Context: an optimization exercise on an open-source flow, tuned for a short achievable clock period and few clock cycles. The choices shown serve that exercise and are no tape-out recipe.
Function was checked by simulation only, so behaviour that the tests miss may differ from the original.
No activity file was given, so power comes from the tool's default toggle rates.

==> job 6198 <==
Design processor, start of the top module:
module processor (
    input  logic               clock,
    input  logic               rst_n,
    output proc_pkg::word_t    address_imem,
    input  proc_pkg::word_t    q_imem,
    output proc_pkg::word_t    address_dmem,
    output proc_pkg::word_t    data,
    output logic               wren,
    input  proc_pkg::word_t    q_dmem,
    output logic               ctrl_write_enable,
    output proc_pkg::reg_idx_t ctrl_write_reg,
    output proc_pkg::reg_idx_t ctrl_read_reg_a,
    output proc_pkg::reg_idx_t ctrl_read_reg_b,
    output proc_pkg::word_t    data_write_reg,
    input  proc_pkg::word_t    data_read_reg_a,
    input  proc_pkg::word_t    data_read_reg_b
);
    localparam int BTB_N = 64;           
    logic        x_redirect;             
    logic [31:0] x_actual;               
    logic        stall;                  
    logic [31:0] ras;                    
    logic [31:0] fpc;
    logic [31:0] fpc1;
    logic        inf;                    
    logic [31:0] f2_pc;
    logic [31:0] f2_pc1;
    logic        f2_bhit;
    logic        f2_bmatch;
    logic [BTB_N-1:0]       btb_v;
    logic [BTB_N-1:0][3:0]  btb_tag;
    logic [BTB_N-1:0][9:0]  btb_tgt;     
    logic [BTB_N-1:0][1:0]  btb_ctr;
    logic [BTB_N-1:0]       btb_ret;
    logic [5:0]  fidx;
    logic        bhit;
    logic        bmatch;                 
    logic [31:0] bp_tgt;
    logic [31:0] pred_next;
    assign fpc1      = fpc + 32'd1;
    assign fidx      = fpc[5:0];
    assign bmatch    = btb_v[fidx] && (btb_tag[fidx] == fpc[9:6]);
    assign bhit      = bmatch && btb_ctr[fidx][1];
    assign bp_tgt    = btb_ret[fidx] ? ras : {fpc[31:10], btb_tgt[fidx]};
    assign pred_next = bhit ? bp_tgt : fpc1;
    assign address_imem = fpc;
    logic [4:0]  q_op;
    logic        f2_isj;
    logic        f2_isret;
    logic        f2_isback;              
    logic [10:0] f2_blo;                 
    logic        f2_redirect;
    logic [31:0] f2_tgt;
    logic [2:0]  qv;                     
    logic        issue;
    assign q_op        = q_imem[31:27];
    assign f2_isj      = (q_op == 5'd1) || (q_op == 5'd3);
    assign f2_isret    = (q_op == 5'd4) && (q_imem[26:22] == 5'd31);
    assign f2_blo      = {1'b0, f2_pc1[9:0]} + {1'b0, q_imem[9:0]};
    assign f2_isback   = ((q_op == 5'd2) || (q_op == 5'd6)) &&
  ...
export LEC_CHECK = 0
export ABC_CLOCK_PERIOD_IN_PS = 3000
export CAP_MARGIN = 20
export CORE_MARGIN = 2
export CORE_UTILIZATION = 40
export SLEW_MARGIN = 20
create_clock -name core_clock -period 9.5 [get_ports {clock}]
standard.sh (not shown) runs the stock make flow with config.mk's settings and CLKGATE_MAP_FILE= SYNTH_SCRIPT=/design/flow/synth_recipe.tcl, a recipe that flattens the netlist after the stock synthesis.
==> flow/flow/run.sh <==
#!/bin/bash
set -euo pipefail
bash standard.sh SETUP_SLACK_MARGIN=6 finish > make_finish.log 2>&1
==> inputs of job 5111, as changes to job 6198 <==
--- a/flow/design.v
+++ b/flow/design.v
@@ -44,104 +44,98 @@
     output logic               ctrl_write_enable,
     output proc_pkg::reg_idx_t ctrl_write_reg,
     output proc_pkg::reg_idx_t ctrl_read_reg_a,
     output proc_pkg::reg_idx_t ctrl_read_reg_b,
     output proc_pkg::word_t    data_write_reg,
     input  proc_pkg::word_t    data_read_reg_a,
     input  proc_pkg::word_t    data_read_reg_b
 );
-    localparam int BTB_N = 64;           
+    localparam int BTB_N = 32;           
     logic        x_redirect;             
     logic [31:0] x_actual;               
     logic        stall;                  
     logic [31:0] ras;                    
     logic [31:0] fpc;
     logic [31:0] fpc1;
     logic        inf;                    
     logic [31:0] f2_pc;
     logic [31:0] f2_pc1;
     logic        f2_bhit;
-    logic        f2_bmatch;
     logic [BTB_N-1:0]       btb_v;
     logic [BTB_N-1:0][3:0]  btb_tag;
-    logic [BTB_N-1:0][9:0]  btb_tgt;     
+    logic [BTB_N-1:0][31:0] btb_tgt;
     logic [BTB_N-1:0][1:0]  btb_ctr;
     logic [BTB_N-1:0]       btb_ret;
-    logic [5:0]  fidx;
+    logic [4:0]  fidx;
     logic        bhit;
-    logic        bmatch;                 
     logic [31:0] bp_tgt;
     logic [31:0] pred_next;
     assign fpc1      = fpc + 32'd1;
-    assign fidx      = fpc[5:0];
-    assign bmatch    = btb_v[fidx] && (btb_tag[fidx] == fpc[9:6]);
-    assign bhit      = bmatch && btb_ctr[fidx][1];
-    assign bp_tgt    = btb_ret[fidx] ? ras : {fpc[31:10], btb_tgt[fidx]};
+    assign fidx      = fpc[4:0];
+    assign bhit      = btb_v[fidx] && (btb_tag[fidx] == fpc[8:5]) && btb_ctr[fidx][1];
+    assign bp_tgt    = btb_ret[fidx] ? ras : btb_tgt[fidx];
     assign pred_next = bhit ? bp_tgt : fpc1;
     assign address_imem = fpc;
     logic [4:0]  q_op;
     logic        f2_isj;
     logic        f2_isret;
-    logic        f2_isback;              
-    logic [10:0] f2_blo;                 
     logic        f2_redirect;
     logic [31:0] f2_tgt;
     logic [2:0]  qv;                     
     logic        issue;
     assign q_op        = q_imem[31:27];
     assign f2_isj      = (q_op == 5'd1) || (q_op == 5'd3);
     assign f2_isret    = (q_op == 5'd4) && (q_imem[26:22] == 5'd31);
-    assign f2_blo      = {1'b0, f2_pc1[9:0]} + {1'b0, q_imem[9:0]};
-    assign f2_isback   = ((q_op == 5'd2) || (q_op == 5'd6)) &&
-                         (q_imem[16:10] == 7'h7f) && f2_blo[10] && !f2_bmatch;
-    assign f2_redirect = inf && ((!f2_bhit && (f2_isj || f2_isret)) || f2_isback);
-    assign f2_tgt      = f2_isj ? {5'd0, q_imem[26:0]} :
-                         f2_isback ? {f2_pc1[31:10], f2_blo[9:0]} : ras;
+    assign f2_redirect = inf && !f2_bhit && (f2_isj || f2_isret);
+    assign f2_tgt      = f2_isj ? {5'd0, q_imem[26:0]} : ras;
     assign issue = !(qv[2] || (qv[1] && inf));
-    logic [31:0] fpc_other;
-    assign fpc_other = f2_redirect ? f2_tgt : (issue ? pred_next : fpc);
     always_ff @(posedge clock) begin
         if (!rst_n) begin
             fpc <= '0;
             inf <= 1'b0;
         end else begin
-            fpc <= x_taken ? (red_t ? act_t : fpc_other) : (red_n ? act_n : fpc_other);
+            if (x_redirect) begin
+                fpc <= x_actual;
+            end else if (f2_redirect) begin
+                fpc <= f2_tgt;
+            end else if (issue) begin
+                fpc <= pred_next;
+            end
             inf <= issue && !x_redirect && !f2_redirect;
         end
     end
     always_ff @(posedge clock) begin
         if (issue) begin
             f2_pc   <= fpc;
             f2_pc1  <= fpc1;
-            f2_bhit   <= bhit;
-            f2_bmatch <= bmatch;
+            f2_bhit <= bhit;
         end
     end
     always_ff @(posedge clock) begin
         if (!rst_n) begin
             ras <= '0;
         end else if (inf && (q_op == 5'd3)) begin
             ras <= f2_pc1;
         end
     end
     logic [2:0][31:0] q_ir;
     logic [2:0][31:0] q_pc1;
     logic [2:0][31:0] q_pnpc;
-    logic [2:0][9:0]  q_pclo;
+    logic [2:0][8:0]  q_pclo;
     logic [2:0][4:0]  q_rb;
     logic [31:0] n_ir, n_pc1, n_pnpc;
-    logic [9:0]  n_pclo;
+    logic [8:0]  n_pclo;
     logic [4:0]  n_rb;
     logic        push, pop;
     logic        dpop;                   
     assign n_ir   = q_imem;
     assign n_pc1  = f2_pc1;
     assign n_pnpc = f2_redirect ? f2_tgt : fpc;
-    assign n_pclo = f2_pc[9:0];
+    assign n_pclo = f2_pc[8:0];
     assign n_rb   = (q_op == 5'd0) ? q_imem[16:12] : q_imem[26:22];
     assign push = inf && !x_redirect;
     assign pop  = qv[0] && !stall && !x_redirect;
     assign dpop = qv[0] && !stall;
     always_ff @(posedge clock) begin
         if (!rst_n || x_redirect) begin
             qv <= '0;
         end else begin
@@ -230,40 +224,38 @@
             dbyp = m_val;
         end else begin
             dbyp = rf;
         end
     endfunction
     logic [31:0] d_va, d_vb;
     logic        d_sela, d_selb;
     assign d_va   = dbyp(d_rs, data_read_reg_a);
-    logic d_ahit;
-    assign d_ahit = m_wr && (m_dest == d_rs);
     assign d_vb   = dbyp(d_rb, data_read_reg_b);
     assign d_sela = x_valid && x_wr && !x_isld && (x_dest == d_rs);
     assign d_selb = x_valid && x_wr && !x_isld && (x_dest == d_rb);
     logic [31:0] x_a, x_b, x_o2, x_pc1, x_pnpc, x_tgt;
     logic        x_sela, x_selb, x_selo2;
     logic [4:0]  x_sh;
     logic        x_add, x_sub, x_and, x_or, x_sll, x_sra, x_link;
     logic        x_bne, x_blt, x_j, x_jr, x_ret;
-    logic [9:0]  x_pclo;
+    logic [8:0]  x_pclo;
     logic [31:0] x_addr, x_sd;
     logic        x_wren;
     always_ff @(posedge clock) begin
         if (!rst_n) begin
             x_valid <= 1'b0;
             x_wren  <= 1'b0;
         end else begin
             x_valid <= pop;
             x_wren  <= pop && d_sw;
         end
     end
     always_ff @(posedge clock) begin
-        x_addr <= d_ahit ? (m_val + d_imm) : (data_read_reg_a + d_imm);
+        x_addr <= d_va + d_imm;
         x_sd   <= d_vb;
     end
     assign address_dmem = x_addr;
     assign data         = x_sd;
     assign wren         = x_wren;
     always_ff @(posedge clock) begin
         x_a     <= d_va;
         x_b     <= d_vb;
@@ -329,51 +321,34 @@
             default: begin x_ne = 1'b0;  x_lt = 1'b0;  end
         endcase
     end
     assign x_taken = (x_bne && x_ne) || (x_blt && x_lt);
     assign x_isct  = x_bne || x_blt || x_j || x_jr;
     assign x_eq_tgt  = (x_tgt == x_pnpc);
     assign x_eq_seq  = (x_pc1 == x_pnpc);
     assign x_tgt_seq = (x_tgt == x_pc1);
-    logic [31:0] act_t, act_n;
-    logic        mis_t, mis_n, tk_t, tk_n;
     always_comb begin
         if (x_jr) begin
-            act_n = b_val;
-            mis_n = x_selb ? jne_f : jne_r;
-            tk_n  = (b_val != x_pc1);
-        end else if (x_j) begin
-            act_n = x_tgt;
-            mis_n = !x_eq_tgt;
-            tk_n  = !x_tgt_seq;
-        end else begin
-            act_n = x_pc1;
-            mis_n = !x_eq_seq;
-            tk_n  = 1'b0;
-        end
-        if (x_bne || x_blt) begin
-            act_t = x_tgt;
-            mis_t = !x_eq_tgt;
-            tk_t  = !x_tgt_seq;
+            x_actual = b_val;
+            x_mis    = x_selb ? jne_f : jne_r;
+            x_tk     = (b_val != x_pc1);
+        end else if (x_j || x_taken) begin
+            x_actual = x_tgt;
+            x_mis    = !x_eq_tgt;
+            x_tk     = !x_tgt_seq;
         end else begin
-            act_t = act_n;
-            mis_t = mis_n;
-            tk_t  = tk_n;
+            x_actual = x_pc1;
+            x_mis    = !x_eq_seq;
+            x_tk     = 1'b0;
         end
     end
-    logic red_t, red_n;
-    assign red_t      = x_valid && mis_t;
-    assign red_n      = x_valid && mis_n;
-    assign x_redirect = x_taken ? red_t : red_n;
-    assign x_actual   = x_taken ? act_t : act_n;
-    assign x_mis      = x_taken ? mis_t : mis_n;
-    assign x_tk       = x_taken ? tk_t  : tk_n;
+    assign x_redirect = x_valid && x_mis;
     logic        m_upd, m_tk, m_isct, m_ret;
-    logic [9:0]  m_pclo;
+    logic [8:0]  m_pclo;
     logic [31:0] m_actual;
     always_ff @(posedge clock) begin
         if (!rst_n) begin
             m_wr   <= 1'b0;
             m_isld <= 1'b0;
             m_upd  <= 1'b0;
         end else begin
             m_wr   <= x_valid && x_wr;
@@ -385,41 +360,38 @@
         m_dest   <= x_dest;
         xm_res   <= x_res;
         m_tk     <= x_tk;
         m_isct   <= x_isct;
         m_ret    <= x_ret;
         m_pclo   <= x_pclo;
         m_actual <= x_actual;
     end
-    logic [BTB_N-1:0] umatch;
-    logic [BTB_N-1:0] usel;
-    always_comb begin
-        for (int i = 0; i < BTB_N; i++) begin
-            umatch[i] = btb_v[i] && (btb_tag[i] == m_pclo[9:6]);
-            usel[i]   = m_upd && ({26'd0, m_pclo[5:0]} == i);
+    logic [4:0] uidx;
+    logic       umatch;
+    assign uidx   = m_pclo[4:0];
+    assign umatch = btb_v[uidx] && (btb_tag[uidx] == m_pclo[8:5]);
+    always_ff @(posedge clock) begin
+        if (!rst_n) begin
+            btb_v <= '0;
+        end else if (m_upd && m_tk) begin
+            btb_v[uidx] <= 1'b1;
         end
     end
     always_ff @(posedge clock) begin
-        for (int i = 0; i < BTB_N; i++) begin
-            if (!rst_n) begin
-                btb_v[i] <= 1'b0;
-            end else if (usel[i] && m_tk) begin
-                btb_v[i] <= 1'b1;
-            end
-            if (usel[i]) begin
-                if (m_tk) begin
-                    btb_tag[i] <= m_pclo[9:6];
-                    btb_tgt[i] <= m_actual[9:0];
-                    btb_ret[i] <= m_ret;
-                    btb_ctr[i] <= umatch[i] ? ((btb_ctr[i] == 2'd3) ? 2'd3 : btb_ctr[i] + 2'd1)
-                                            : 2'd2;
-                end else if (umatch[i]) begin
-                    btb_ctr[i] <= (m_isct && (btb_ctr[i] != 2'd0)) ? btb_ctr[i] - 2'd1 : 2'd0;
-                end
+        if (m_upd) begin
+            if (m_tk) begin
+                btb_tag[uidx] <= m_pclo[8:5];
+                btb_tgt[uidx] <= m_actual;
+                btb_ret[uidx] <= m_ret;
+                btb_ctr[uidx] <= umatch ? ((btb_ctr[uidx] == 2'd3) ? 2'd3 : btb_ctr[uidx] + 2'd1)
+                                        : 2'd2;
+            end else if (umatch) begin
+                btb_ctr[uidx] <= (m_isct && (btb_ctr[uidx] != 2'd0)) ? btb_ctr[uidx] - 2'd1
+                                                                     : 2'd0;
             end
         end
     end
     logic        w_wr;
     logic [4:0]  w_dest;
     logic [31:0] w_data;
     always_ff @(posedge clock) begin
         if (!rst_n) begin
==> flow/run.sh (new file) <==
#!/bin/bash
# synth_recipe.tcl (not shown) runs the flow's synth.tcl, then flattens the netlist and writes it again
# the make line also repeats each setting of config.mk as NAME=value (left out here)
make -C /OpenROAD-flow-scripts/flow DESIGN_CONFIG=/design/flow/config.mk WORK_HOME=/design/flow/orfs CLKGATE_MAP_FILE= SYNTH_SCRIPT=/design/flow/synth_recipe.tcl finish
Settings changed: ABC_CLOCK_PERIOD_IN_PS 3000 to 4000, SETUP_SLACK_MARGIN set to 5.
removed: flow/flow/run.sh
removed: flow/standard.sh
==> inputs of job 6791, as changes to job 6198 <==
--- a/flow/design.v
+++ b/flow/design.v
@@ -14,19 +14,42 @@
     input  logic        s_sub,
     input  logic        s_and,
     input  logic        s_or,
     input  logic        s_sll,
     input  logic        s_sra,
     input  logic        s_link,
     output logic [31:0] y
 );
+    function automatic logic [31:0] ks_add(input logic [31:0] x, input logic [31:0] z,
+                                           input logic cin);
+        logic [31:0] p, g, gp, pp, ng, np;
+        p = x ^ z;
+        g = x & z;
+        gp = g;
+        pp = p;
+        gp[0] = g[0] | (p[0] & cin);
+        for (int d = 1; d < 32; d = d * 2) begin
+            for (int i = 0; i < 32; i++) begin
+                if (i >= d) begin
+                    ng[i] = gp[i] | (pp[i] & gp[i-d]);
+                    np[i] = pp[i] & pp[i-d];
+                end else begin
+                    ng[i] = gp[i];
+                    np[i] = pp[i];
+                end
+            end
+            gp = ng;
+            pp = np;
+        end
+        ks_add = p ^ {gp[30:0], cin};
+    endfunction
     logic [31:0] sum, diff, sl, sr;
-    assign sum  = a + b;
-    assign diff = a - b;
+    assign sum  = ks_add(a, b, 1'b0);
+    assign diff = ks_add(a, ~b, 1'b1);
     assign sl   = a << sh;
     assign sr   = $signed(a) >>> sh;
     assign y = ({32{s_add}}  & sum)  |
                ({32{s_sub}}  & diff) |
                ({32{s_and}}  & (a & b)) |
                ({32{s_or}}   & (a | b)) |
                ({32{s_sll}}  & sl)   |
                ({32{s_sra}}  & sr)   |
@@ -44,41 +67,41 @@
     output logic               ctrl_write_enable,
     output proc_pkg::reg_idx_t ctrl_write_reg,
     output proc_pkg::reg_idx_t ctrl_read_reg_a,
     output proc_pkg::reg_idx_t ctrl_read_reg_b,
     output proc_pkg::word_t    data_write_reg,
     input  proc_pkg::word_t    data_read_reg_a,
     input  proc_pkg::word_t    data_read_reg_b
 );
-    localparam int BTB_N = 64;           
+    localparam int BTB_N = 32;           
     logic        x_redirect;             
     logic [31:0] x_actual;               
     logic        stall;                  
     logic [31:0] ras;                    
     logic [31:0] fpc;
     logic [31:0] fpc1;
     logic        inf;                    
     logic [31:0] f2_pc;
     logic [31:0] f2_pc1;
     logic        f2_bhit;
     logic        f2_bmatch;
     logic [BTB_N-1:0]       btb_v;
     logic [BTB_N-1:0][3:0]  btb_tag;
     logic [BTB_N-1:0][9:0]  btb_tgt;     
     logic [BTB_N-1:0][1:0]  btb_ctr;
     logic [BTB_N-1:0]       btb_ret;
-    logic [5:0]  fidx;
+    logic [4:0]  fidx;
     logic        bhit;
     logic        bmatch;                 
     logic [31:0] bp_tgt;
     logic [31:0] pred_next;
     assign fpc1      = fpc + 32'd1;
-    assign fidx      = fpc[5:0];
-    assign bmatch    = btb_v[fidx] && (btb_tag[fidx] == fpc[9:6]);
+    assign fidx      = fpc[4:0];
+    assign bmatch    = btb_v[fidx] && (btb_tag[fidx] == fpc[8:5]);
     assign bhit      = bmatch && btb_ctr[fidx][1];
     assign bp_tgt    = btb_ret[fidx] ? ras : {fpc[31:10], btb_tgt[fidx]};
     assign pred_next = bhit ? bp_tgt : fpc1;
     assign address_imem = fpc;
     logic [4:0]  q_op;
     logic        f2_isj;
     logic        f2_isret;
     logic        f2_isback;              
@@ -307,23 +330,39 @@
         .s_sub  (x_sub),
         .s_and  (x_and),
         .s_or   (x_or),
         .s_sll  (x_sll),
         .s_sra  (x_sra),
         .s_link (x_link),
         .y      (x_res)
     );
+    function automatic logic slt(input logic [31:0] u, input logic [31:0] v);
+        logic [31:0] x, y, g, p;
+        x = {~u[31], u[30:0]};
+        y = ~{~v[31], v[30:0]};
+        g = x & y;
+        p = x | y;
+        for (int d = 1; d < 32; d = d * 2) begin
+            for (int i = 31; i >= 0; i--) begin
+                if ((i % (2 * d)) == (2 * d - 1)) begin
+                    g[i] = g[i] | (p[i] & g[i-d]);
+                    p[i] = p[i] & p[i-d];
+                end
+            end
+        end
+        slt = !(g[31] | p[31]);
+    endfunction
     logic ne_rr, ne_fr, ne_rf, lt_rr, lt_fr, lt_rf, jne_r, jne_f;
     assign ne_rr = (x_b != x_a);
     assign ne_fr = (xm_res != x_a);
     assign ne_rf = (x_b != xm_res);
-    assign lt_rr = ($signed(x_b) < $signed(x_a));
-    assign lt_fr = ($signed(xm_res) < $signed(x_a));
-    assign lt_rf = ($signed(x_b) < $signed(xm_res));
+    assign lt_rr = slt(x_b, x_a);
+    assign lt_fr = slt(xm_res, x_a);
+    assign lt_rf = slt(x_b, xm_res);
     assign jne_r = (x_b != x_pnpc);
     assign jne_f = (xm_res != x_pnpc);
     always_comb begin
         case ({x_selb, x_sela})
             2'b00:   begin x_ne = ne_rr; x_lt = lt_rr; end
             2'b10:   begin x_ne = ne_fr; x_lt = lt_fr; end
             2'b01:   begin x_ne = ne_rf; x_lt = lt_rf; end
             default: begin x_ne = 1'b0;  x_lt = 1'b0;  end
@@ -389,30 +428,30 @@
         m_ret    <= x_ret;
         m_pclo   <= x_pclo;
         m_actual <= x_actual;
     end
     logic [BTB_N-1:0] umatch;
     logic [BTB_N-1:0] usel;
     always_comb begin
         for (int i = 0; i < BTB_N; i++) begin
-            umatch[i] = btb_v[i] && (btb_tag[i] == m_pclo[9:6]);
-            usel[i]   = m_upd && ({26'd0, m_pclo[5:0]} == i);
+            umatch[i] = btb_v[i] && (btb_tag[i] == m_pclo[8:5]);
+            usel[i]   = m_upd && ({27'd0, m_pclo[4:0]} == i);
         end
     end
     always_ff @(posedge clock) begin
         for (int i = 0; i < BTB_N; i++) begin
             if (!rst_n) begin
                 btb_v[i] <= 1'b0;
             end else if (usel[i] && m_tk) begin
                 btb_v[i] <= 1'b1;
             end
             if (usel[i]) begin
                 if (m_tk) begin
-                    btb_tag[i] <= m_pclo[9:6];
+                    btb_tag[i] <= m_pclo[8:5];
                     btb_tgt[i] <= m_actual[9:0];
                     btb_ret[i] <= m_ret;
                     btb_ctr[i] <= umatch[i] ? ((btb_ctr[i] == 2'd3) ? 2'd3 : btb_ctr[i] + 2'd1)
                                             : 2'd2;
                 end else if (umatch[i]) begin
                     btb_ctr[i] <= (m_isct && (btb_ctr[i] != 2'd0)) ? btb_ctr[i] - 2'd1 : 2'd0;
                 end
             end
==> qor summary <==
Most common cell on crit path: job 6198 sky130_fd_sc_hd__buf_12; job 5111 -; job 6791 sky130_fd_sc_hd__buf_12
Routed wire length on met2: job 6198 171 mm; job 5111 198 mm; job 6791 140 mm
Critical path peak fanout: job 6198 8; job 5111 32; job 6791 12
Tot GR Track Use: job 6198 28.9%; job 5111 30.2%; job 6791 30.9%
Number of distinct standard cells referenced by the synthesized netlist: job 6198 90; job 5111 94; job 6791 102
Wire length reported by the detailed router: job 6198 380 mm; job 5111 435 mm; job 6791 305 mm
Pin count of the biggest net entering global routing: job 6198 142; job 5111 216; job 6791 130
Run status: job 6198 no timing/DRC/antenna violations; job 5111 no timing/DRC/antenna violations; job 6791 no timing/DRC/antenna violations
Shortest clock period the worst path allows after layout: job 6198 4540 ps; job 5111 4550 ps; job 6791 4080 ps
Worst slew pin tran: job 6198 1200 ps; job 5111 1260 ps; job 6791 1130 ps
Clock network power: job 6198 8.47 mW; job 5111 8.96 mW; job 6791 6.03 mW
Worst stage delay on the critical path: job 6198 550 ps; job 5111 840 ps; job 6791 440 ps
Max_slew headroom: job 6198 20.0%; job 5111 16.0%; job 6791 24.4%
Combinational share of power: job 6198 21.8%; job 5111 29.0%; job 6791 27.2%
Post-CTS resize count: job 6198 1,471; job 5111 143; job 6791 1,205
Share of total power consumed by net switching: job 6198 30.8%; job 5111 35.2%; job 6791 33.7%
Testbench counts of job 6198, summed over its fixed seeds: cycles 31,551.
Testbench counts of job 5111, summed over its fixed seeds: cycles 32,107.
Testbench counts of job 6791, summed over its fixed seeds: cycles 31,711.

-- static timing again, ports no longer ideal --
Ports are ideal in the flow. The routed layouts listed here were re-timed in OpenROAD.
Step 1: set_driving_cell puts a clkbuf_16 on clock and a buf_2 on each other input, an assumption about the parent block.
Step 2 times the ports against the registers' clock, not the clock port: input delays grow and output delays shrink by t, the midpoint of the rising clock arrivals with the driver on.
Slacks: ideal / step 1 / step 2; pairs: ideal / step 1.
run | t (ns) | slack for setup (ns) | worst register clock-pin slew, ns
job 6198 | 0.962 | 4.963 / 4.963 / 4.179 | 0.07 / 0.07
job 5111 | 0.980 | 4.949 / 4.904 / 4.067 | 0.08 / 0.08
job 6791 | 0.876 | 5.420 / 5.373 / 4.497 | 0.07 / 0.07
After both steps setup and hold are still met in every run listed. For job 6791, which loses most, drivers alone change the setup slack by -0.047 ns; drivers and shift together by -0.923 ns.
